Context: an optimization exercise on an open-source flow, tuned for small area. The choices shown serve that exercise and are no tape-out recipe.
The RTL was checked by simulation tests, not by an equivalence proof against the original design.
Power and IR drop assume default switching activity.

// branch_predictor
module branch_predictor (
    input  logic                clk,
    input  logic                rstn,
    input  logic [31:0]         pc_IF,
    output logic                predict_IF,
    output logic [31:0]         pred_target_IF,
    input  logic                record_we,
    input  logic [4:0]          record_pc,
    input  logic [24:0]         record_tag,
    input  logic                record_data,
    input  logic [31:0]         record_target
);
Size: roughly 3,800 cells after synthesis, ~1,900 flip-flops, about 130 I/O pins, ~71,000 um2 of cells after synthesis.
export LEC_CHECK = 0
export CAP_MARGIN = 10
export CORE_MARGIN = 2
export CORE_UTILIZATION = 72
export SETUP_SLACK_MARGIN = 0.3
export SLEW_MARGIN = 10
export SYNTH_HIERARCHICAL = 1
export SYNTH_MINIMUM_KEEP_SIZE = 0
create_clock -name core_clock -period 8.0 [get_ports {clk}]
standard.sh (not shown) runs the stock make flow with config.mk's settings and CLKGATE_MAP_FILE= SYNTH_SCRIPT=/design/flow/synth_recipe.tcl, a recipe that flattens the netlist after the stock synthesis.
==> flow/flow/run.sh <==
#!/bin/bash
# The standard layout (standard.sh), with these ORFS variables changed:
#  - ABC_LOAD_IN_FF: synthesis sizes gates for a 2 fF load instead of 5 fF;
#  - CTS_ARGS: sink clusters of up to 16 flip-flops, clkbuf_4/clkbuf_8 only, no dummy loads;
#  - BUFFER_PORTS_ARGS: every port still gets a buffer, a plain buf_2;
#  - SKIP_GATE_CLONING: timing repair sizes and buffers but does not clone gates.
# The whole make output goes to standard_flow.log; ORFS's per-step logs are under orfs/logs.
set -euo pipefail
bash standard.sh \
  ABC_LOAD_IN_FF=2 \
  "CTS_ARGS=-sink_clustering_enable -repair_clock_nets -dont_use_dummy_load -sink_clustering_size 16 -sink_clustering_max_diameter 60 -buf_list {sky130_fd_sc_hd__clkbuf_4 sky130_fd_sc_hd__clkbuf_8}" \
  "BUFFER_PORTS_ARGS=-buffer_cell sky130_fd_sc_hd__buf_2" \
  SKIP_GATE_CLONING=1 \
  finish > standard_flow.log 2>&1
Rerun with:
==> flow/flow/run.sh (replaced) <==
#!/bin/bash
# The standard layout (standard.sh), with these ORFS variables changed:
#  - ABC_LOAD_IN_FF: synthesis sizes gates for a 2 fF load instead of 5 fF;
#  - CTS_ARGS: sink clusters of up to 14 flip-flops, clkbuf_4/clkbuf_8 only, no dummy loads;
#  - BUFFER_PORTS_ARGS: every port still gets a buffer, a plain buf_2;
#  - SKIP_GATE_CLONING: timing repair sizes and buffers but does not clone gates.
# The whole make output goes to standard_flow.log; ORFS's per-step logs are under orfs/logs.
set -euo pipefail
bash standard.sh \
  ABC_LOAD_IN_FF=2 \
  "CTS_ARGS=-sink_clustering_enable -repair_clock_nets -dont_use_dummy_load -sink_clustering_size 14 -sink_clustering_max_diameter 60 -buf_list {sky130_fd_sc_hd__clkbuf_4 sky130_fd_sc_hd__clkbuf_8}" \
  "BUFFER_PORTS_ARGS=-buffer_cell sky130_fd_sc_hd__buf_2" \
  SKIP_GATE_CLONING=1 \
  finish > standard_flow.log 2>&1
Settings changed: CAP_MARGIN 10 to 20, CORE_UTILIZATION 72 to 65, SLEW_MARGIN 10 to 20.
Result:
- The changed run ran to the end with no violations
- final cell count climbs by 3.0%
- worst setup slack got worse by 0.024 ns
- worst hold slack improves by 0.011 ns
- total power rises by about 1.2%
- clock skew is about the same
- synthesized area stays the same
- via count came out lower by about 1.8%
- die area came out higher by about 10%
- design area is higher by about 0.9%
- routed wire length rose by about 1.9%
- clock power grows by about 5%
Rerun with:
==> flow/flow/run.sh (replaced) <==
#!/bin/bash
# The standard layout (standard.sh), with these ORFS variables changed:
#  - ABC_LOAD_IN_FF: synthesis sizes gates for a 2 fF load instead of 5 fF;
#  - CTS_ARGS: sink clusters of up to 18 flip-flops, clkbuf_4/clkbuf_8 only, no dummy loads;
#  - BUFFER_PORTS_ARGS: every port still gets a buffer, a plain buf_1;
#  - SKIP_GATE_CLONING: timing repair sizes and buffers but does not clone gates.
# The whole make output goes to standard_flow.log; ORFS's per-step logs are under orfs/logs.
set -euo pipefail
bash standard.sh \
  ABC_LOAD_IN_FF=2 \
  "CTS_ARGS=-sink_clustering_enable -repair_clock_nets -dont_use_dummy_load -sink_clustering_size 18 -sink_clustering_max_diameter 60 -buf_list {sky130_fd_sc_hd__clkbuf_4 sky130_fd_sc_hd__clkbuf_8}" \
  "BUFFER_PORTS_ARGS=-buffer_cell sky130_fd_sc_hd__buf_1" \
  SKIP_GATE_CLONING=1 \
  finish > standard_flow.log 2>&1
Settings changed: CORE_UTILIZATION 65 to 72.
The changed run finished clean.
Clock-buffer cell count is lower by 34.
Final area drops by 0.92%.
Worst hold slack barely changes.
Sequential power stays flat.
Global-route usage came out higher by 4.2 points.

[static timing again, ports no longer ideal]
No port has a modelled driver above. Below, the same layouts with a new extraction and two added sets of constraints. Step 1, drivers: a clkbuf_16 drives clk and a buf_2 each remaining input, both assumed. Step 2 adds t to the input delays and takes it off the output delays; t is the mean of the earliest and latest rising clock arrival at the registers after step 1. Input paths then give back, and output paths get back, about the clock's delay inside the block. Slacks: ideal / step 1 / step 2; pairs: ideal / step 1.
run | shift t [ns] | setup slack, ns | worst setup path after step 2 | clock arrival spread, ns | worst slew at a driven data input, ns
the first run | 0.931 | 0.297 / 0.264 / 0.264 | input to output | 0.083 / 0.082 | 0.24
the second run | 0.920 | 0.273 / 0.185 / 0.185 | input to output | 0.083 / 0.083 | 0.20
the third run | 0.930 | 0.270 / 0.174 / 0.174 | input to output | 0.115 / 0.114 | 0.19
After both steps setup and hold are still met in every run listed. For the third run, which loses most, drivers alone change the setup slack by -0.096 ns; drivers and shift together by -0.096 ns.
